This design comes from an exercise in tuning for small area, a short achievable clock period and few clock cycles on the open sky130 flow, not from production work.
Function was checked by simulation only, so behaviour that the tests miss may differ from the original.
No activity file was given, so power comes from the tool's default toggle rates.

## pooling_unit
module pooling_unit #(
  parameter  int IL       = 4,
  parameter  int FL       = 16,
  parameter  int CHANNELS = 4,
  parameter  int MAX_LEN  = 16,
  localparam int LEN_W    = pooling_pkg::len_width(MAX_LEN),
  localparam int ACC_W    = pooling_pkg::acc_width(IL, FL, MAX_LEN),
  localparam int DW       = IL + FL
) (
  input  logic                 clk,
  input  logic                 rst,
  input  logic                 start,
  input  logic                 mode,
  input  logic [LEN_W-1:0]     len_cfg,
  input  logic [CHANNELS*DW-1:0] in_data,
  input  logic                 in_valid,
  output logic                 in_ready,
  output logic [CHANNELS*DW-1:0] out_data,
  output logic                 out_valid,
  input  logic                 out_ready,
  output logic                 busy
);
export LEC_CHECK = 0
export CAP_MARGIN = 20
export CORE_MARGIN = 2
export CORE_UTILIZATION = 40
export SETUP_SLACK_MARGIN = 2.7
export SLEW_MARGIN = 20
create_clock -name core_clock -period 6.0 [get_ports {clk}]
standard.sh (not shown) runs the stock make flow with config.mk's settings and CLKGATE_MAP_FILE= SYNTH_SCRIPT=/design/flow/synth_recipe.tcl, a recipe that flattens the netlist after the stock synthesis.
==> flow/flow/run.sh <==
#!/bin/bash
# The standard layout, with the port buffers made of plain buffers
# (sky130_fd_sc_hd__buf_2) instead of the delay cells buffer_ports picks.
set -euo pipefail
export BUFFER_PORTS_ARGS="-buffer_cell sky130_fd_sc_hd__buf_2"
bash standard.sh > standard.log 2>&1
Testbench counts at the start, summed over its fixed seeds: cycles 12,707.
Change:
==> flow/run.sh (new file) <==
#!/bin/bash
# synth_recipe.tcl (not shown) runs the flow's synth.tcl, then flattens the netlist and writes it again
# the make line also repeats each setting of config.mk as NAME=value (left out here)
make -C /OpenROAD-flow-scripts/flow DESIGN_CONFIG=/design/flow/config.mk WORK_HOME=/design/flow/orfs CLKGATE_MAP_FILE= SYNTH_SCRIPT=/design/flow/synth_recipe.tcl finish
Settings changed: SETUP_SLACK_MARGIN 2.7 to default.
removed: flow/flow/run.sh
removed: flow/standard.sh
=> Setup slack degrades by 0.82 ns; via count fell by 1.8%; design area fell by 1.5%; clock power rose by about 6%; wire length fell by 0.60%; die area does not change; fmax fell by 20%; total power fell by 0.98%; cell count fell by 2.5%; global-route usage rose by 0.32 points.

* * *

Another version of the RTL of pooling_unit (not shown whole).
Size: ~2,000 cells after synthesis, ~170 I/O pins, ~0.016 sq mm of cells after synthesis.
clock: 6.0 ns
lec_check: 0
cap_margin: 20
core_margin: 2
core_utilization: 40
setup_slack_margin: 3.25
slew_margin: 20
==> flow/flow/run.sh <==
#!/bin/bash
# The standard layout, with the port buffers made of plain buffers
# (sky130_fd_sc_hd__buf_2) instead of the delay cells buffer_ports picks.
set -euo pipefail
export BUFFER_PORTS_ARGS="-buffer_cell sky130_fd_sc_hd__buf_2"
bash standard.sh > standard.log 2>&1
The starting point went through all stages and came out clean.
Testbench counts at the start, summed over its fixed seeds: cycles 12,707.
Next try:
--- a/flow/config.mk
+++ b/flow/config.mk
@@ -9,4 +9,4 @@
 export CORE_MARGIN = 2
 export CORE_UTILIZATION = 40
-export SETUP_SLACK_MARGIN = 3.25
+export SETUP_SLACK_MARGIN = 2.7
 export SLEW_MARGIN = 20
Total power fell by about 11%.
Sequential cell count is unchanged.
Cell count fell by 5.8%.
Final area fell by 19%.
Routed wire length fell by about 10%.
Synthesized area is unchanged.
Next try:
--- a/flow/config.mk
+++ b/flow/config.mk
@@ -9,4 +9,4 @@
 export CORE_MARGIN = 2
 export CORE_UTILIZATION = 40
-export SETUP_SLACK_MARGIN = 2.7
+export SETUP_SLACK_MARGIN = 3.0
 export SLEW_MARGIN = 20
Outcome:
- die area stays the same
- routed wire length went up by 2.3%
- final cell count went up by about 1.4%
- via count went up by about 2%
- first-iteration DRC count went up by about 23%
- power went up by 5.1%
- setup slack gains 0.15 ns
- flip-flop and latch count does not change
- combinational power went up by about 10%
- utilization went up by 3.0 points

* * *

Setup of cedar:
pooling_unit, a different RTL version from the one above (not shown whole).
For scale: ~170 I/O pins, roughly 0.016 mm2 of cells after synthesis.
Design pooling_unit, start of the top module:
module pooling_unit #(
  parameter  int IL       = 4,
  parameter  int FL       = 16,
  parameter  int CHANNELS = 4,
  parameter  int MAX_LEN  = 16,
  localparam int LEN_W    = pooling_pkg::len_width(MAX_LEN),
  localparam int ACC_W    = pooling_pkg::acc_width(IL, FL, MAX_LEN),
  localparam int DW       = IL + FL
) (
  input  logic                 clk,
  input  logic                 rst,
  input  logic                 start,
  input  logic                 mode,
  input  logic [LEN_W-1:0]     len_cfg,
  input  logic [CHANNELS*DW-1:0] in_data,
  input  logic                 in_valid,
  output logic                 in_ready,
  output logic [CHANNELS*DW-1:0] out_data,
  output logic                 out_valid,
  input  logic                 out_ready,
  output logic                 busy
);
  localparam int SW     = DW + 4;                
  localparam int LO     = 12;                    
  localparam int NSTEP  = 1;                     
  localparam int NDIV   = DW / (2 * NSTEP);      
  logic             st_acc, st_fix, st_div, st_cor, st_cor2, st_out;
  logic             st_busy;                     
  logic             st_first;                    
  logic             mode_q;
  logic [3:0]       lm1;                         
  logic [5:0]       n1_q, n3_q;                  
  logic [3:0]       cnt_q;
  logic [LEN_W-1:0] len_clamped;
  logic             start_ok, beat, last_beat, last_div, any_cor2;
  logic [SW-1:0]         acc_q  [CHANNELS];
  logic                  cy_q   [CHANNELS];    
  logic                  neg_q  [CHANNELS];
  logic [3:0]            r_in   [CHANNELS];
  logic [DW-1:0]         x      [CHANNELS];
  logic [LO:0]           sum_lo [CHANNELS];
  logic [SW-LO-1:0]      sum_hi [CHANNELS];
  logic [DW-1:0]         xg     [CHANNELS];
  logic [DW-1:0]         q_new  [CHANNELS];
  logic                  cor    [CHANNELS];
  logic                  gt     [CHANNELS];
  ...
==> flow/config.mk <==
export PLATFORM = sky130hd
export DESIGN_NAME = pooling_unit
export DESIGN_NICKNAME = pooling_unit
export VERILOG_FILES = /design/flow/design.v
export SDC_FILE = /design/flow/constraint.sdc
export NUM_CORES = 4
export LEC_CHECK = 0
export CAP_MARGIN = 20
export CORE_MARGIN = 2
export CORE_UTILIZATION = 40
export CTS_BUF_LIST = sky130_fd_sc_hd__clkbuf_4 sky130_fd_sc_hd__clkbuf_8
export PLACE_DENSITY = 0.7
export SETUP_SLACK_MARGIN = 2.9
export SLEW_MARGIN = 20
==> flow/constraint.sdc <==
create_clock -name core_clock -period 6.0 [get_ports {clk}]
set_input_delay 1.2000 -clock core_clock [delete_from_list [all_inputs] [get_ports {clk}]]
set_output_delay 1.2000 -clock core_clock [all_outputs]
set_load 0.01 [all_outputs]
Scripts as last shown in full above: flow/flow/run.sh
Per the final summary, cedar finished and its layout is clean on timing, DRC and antenna.
Testbench counts of cedar, summed over its fixed seeds: cycles 12,707.
Edits applied to the flow inputs when going from cedar to ember:
- removing PLACE_DENSITY (formerly 0.7)
- setting TNS_END_PERCENT to 0 for the first time
Notes after the runs:
Changes observed in ember relative to cedar: detailed-route via count went down 340, number of nets in the finished design did not really move.
The routed wire length number comes out higher for ember vs cedar.
The met1 usage in global routing of ember is higher than that of cedar.
The clock network area share was comparable across ember and cedar.
In the tables for ember and cedar, wire length of the first global-routing pass reads higher with ember.
What indigo does differently from ember at the input level:
- TNS_END_PERCENT no longer set, was 0
==> flow/flow/run.sh <==
#!/bin/bash
# The standard layout, with the port buffers made of plain buffers
# (sky130_fd_sc_hd__buf_1) instead of the delay cells buffer_ports picks.
set -euo pipefail
export BUFFER_PORTS_ARGS="-buffer_cell sky130_fd_sc_hd__buf_1"
bash standard.sh > standard.log 2>&1
[summary]
Looking at fraction of final layout cells sized beyond drive strength 1, indigo sits 5.8 points lower than ember does. | clock power share | lower: indigo |. Top layer reached by signal wires: met4 -> ember, met5 -> indigo. ember and indigo ended up with roughly the same total wirelength of the detailed-routed design. Compared with ember, indigo improves minimum period implied by the final worst setup slack. Comparing ember with indigo, the footprint of the flip-flops and latches came out essentially unchanged. Total overflow reported by the global router came out exactly the same in indigo and ember. End point of the critical path: acc_q[2][10] -> ember, acc_q[1][12] -> indigo. As far as first-pass GRT wire length is concerned, ember and indigo perform about the same. Across both runs, portion of the clock cycle consumed by the worst path in the final layout was lower for indigo than for ember. indigo vs ember on slack of the critical path: indigo is the higher one. Per the comparison of indigo with ember, flip-flop and latch count barely changed, number of vias after detailed routing climbed 0.32%.
Input changes introduced in fjord (baseline for comparison: indigo):
==> flow/flow/run.sh <==
#!/bin/bash
# The standard layout, with the port buffers made of plain buffers
# (sky130_fd_sc_hd__buf_2) instead of the delay cells buffer_ports picks.
set -euo pipefail
export BUFFER_PORTS_ARGS="-buffer_cell sky130_fd_sc_hd__buf_2"
bash standard.sh > standard.log 2>&1
[summary]
Between fjord and indigo, it is fjord whose peak clock frequency supported by timing is higher, by 1.6%.
A source of the critical timing path of in_data[38] is what indigo shows, while in_data[32] belongs to fjord.
Wire length on met3: fjord and indigo compared, higher one is indigo
The sequential share of layout area on fjord is in line with that on indigo.
indigo -> fjord: power of the combinational group flat
Changes observed in fjord relative to indigo: portion of the layout cell area used by non-clock buffers climbed 1.1 points, share of the final layout cell area in multi-input gates shrank by 1.1 points, first-pass GRT wire length essentially unchanged.
On routed wire length, fjord tracks indigo almost exactly.
What maple does differently from fjord at the input level:
- swapping 2.9 for 3.0 in SETUP_SLACK_MARGIN
- Lower combinational power was reported by fjord, not maple.
- Worst hold slack delta (fjord -> maple): insignificant
- maple vs fjord: via count of the first global-routing pass up

==> re-timing with driven ports <==
The flow's constraints put no driver on any port. The routed layouts listed below were extracted and timed again, unchanged, in two steps. Step 1 (the two cells are an assumption about what drives the block):
set clk [get_ports {clk}]
set_driving_cell -lib_cell sky130_fd_sc_hd__clkbuf_16 $clk
set_driving_cell -lib_cell sky130_fd_sc_hd__buf_2 [delete_from_list [all_inputs] $clk]
Step 2 also shifts input and output timing later by t, the mid clock arrival at the registers, as if the neighbouring blocks saw the same clock. Slacks: ideal / step 1 / step 2; pairs: ideal / step 1.
run	t (ns)	setup slack, ns	worst hold slack (ns)	slew at the worst register clock pin (ns)	worst slew at a driven data input, ns
the first run of note 1	0.486	2.679 / 2.679 / 2.294	0.489 / 0.489 / 0.489	0.07 / 0.07	0.11
the second run of note 1	0.487	1.861 / 1.893 / 1.406	0.495 / 0.495 / 0.495	0.07 / 0.07	0.08
the first run of note 2	0.493	2.901 / 2.901 / 2.460	0.477 / 0.477 / 0.477	0.07 / 0.07	0.11
the second run of note 2	0.498	2.732 / 2.732 / 2.294	0.435 / 0.435 / 0.435	0.07 / 0.07	0.09
the third run of note 2	0.495	2.886 / 2.886 / 2.428	0.492 / 0.492 / 0.492	0.07 / 0.07	0.10
cedar	0.516	2.975 / 2.926 / 2.439	0.493 / 0.493 / 0.493	0.09 / 0.09	0.10
ember	0.520	2.844 / 2.855 / 2.335	0.472 / 0.472 / 0.472	0.09 / 0.09	0.11
indigo	0.513	2.932 / 2.954 / 2.441	0.475 / 0.475 / 0.475	0.08 / 0.08	0.10
fjord	0.522	2.980 / 2.948 / 2.426	0.475 / 0.475 / 0.475	0.09 / 0.09	0.10
maple	0.524	2.956 / 2.962 / 2.439	0.478 / 0.478 / 0.478	0.09 / 0.09	0.12
After both steps setup and hold are still met in every run listed. For fjord, which loses most, drivers alone change the setup slack by -0.032 ns; drivers and shift together by -0.554 ns.
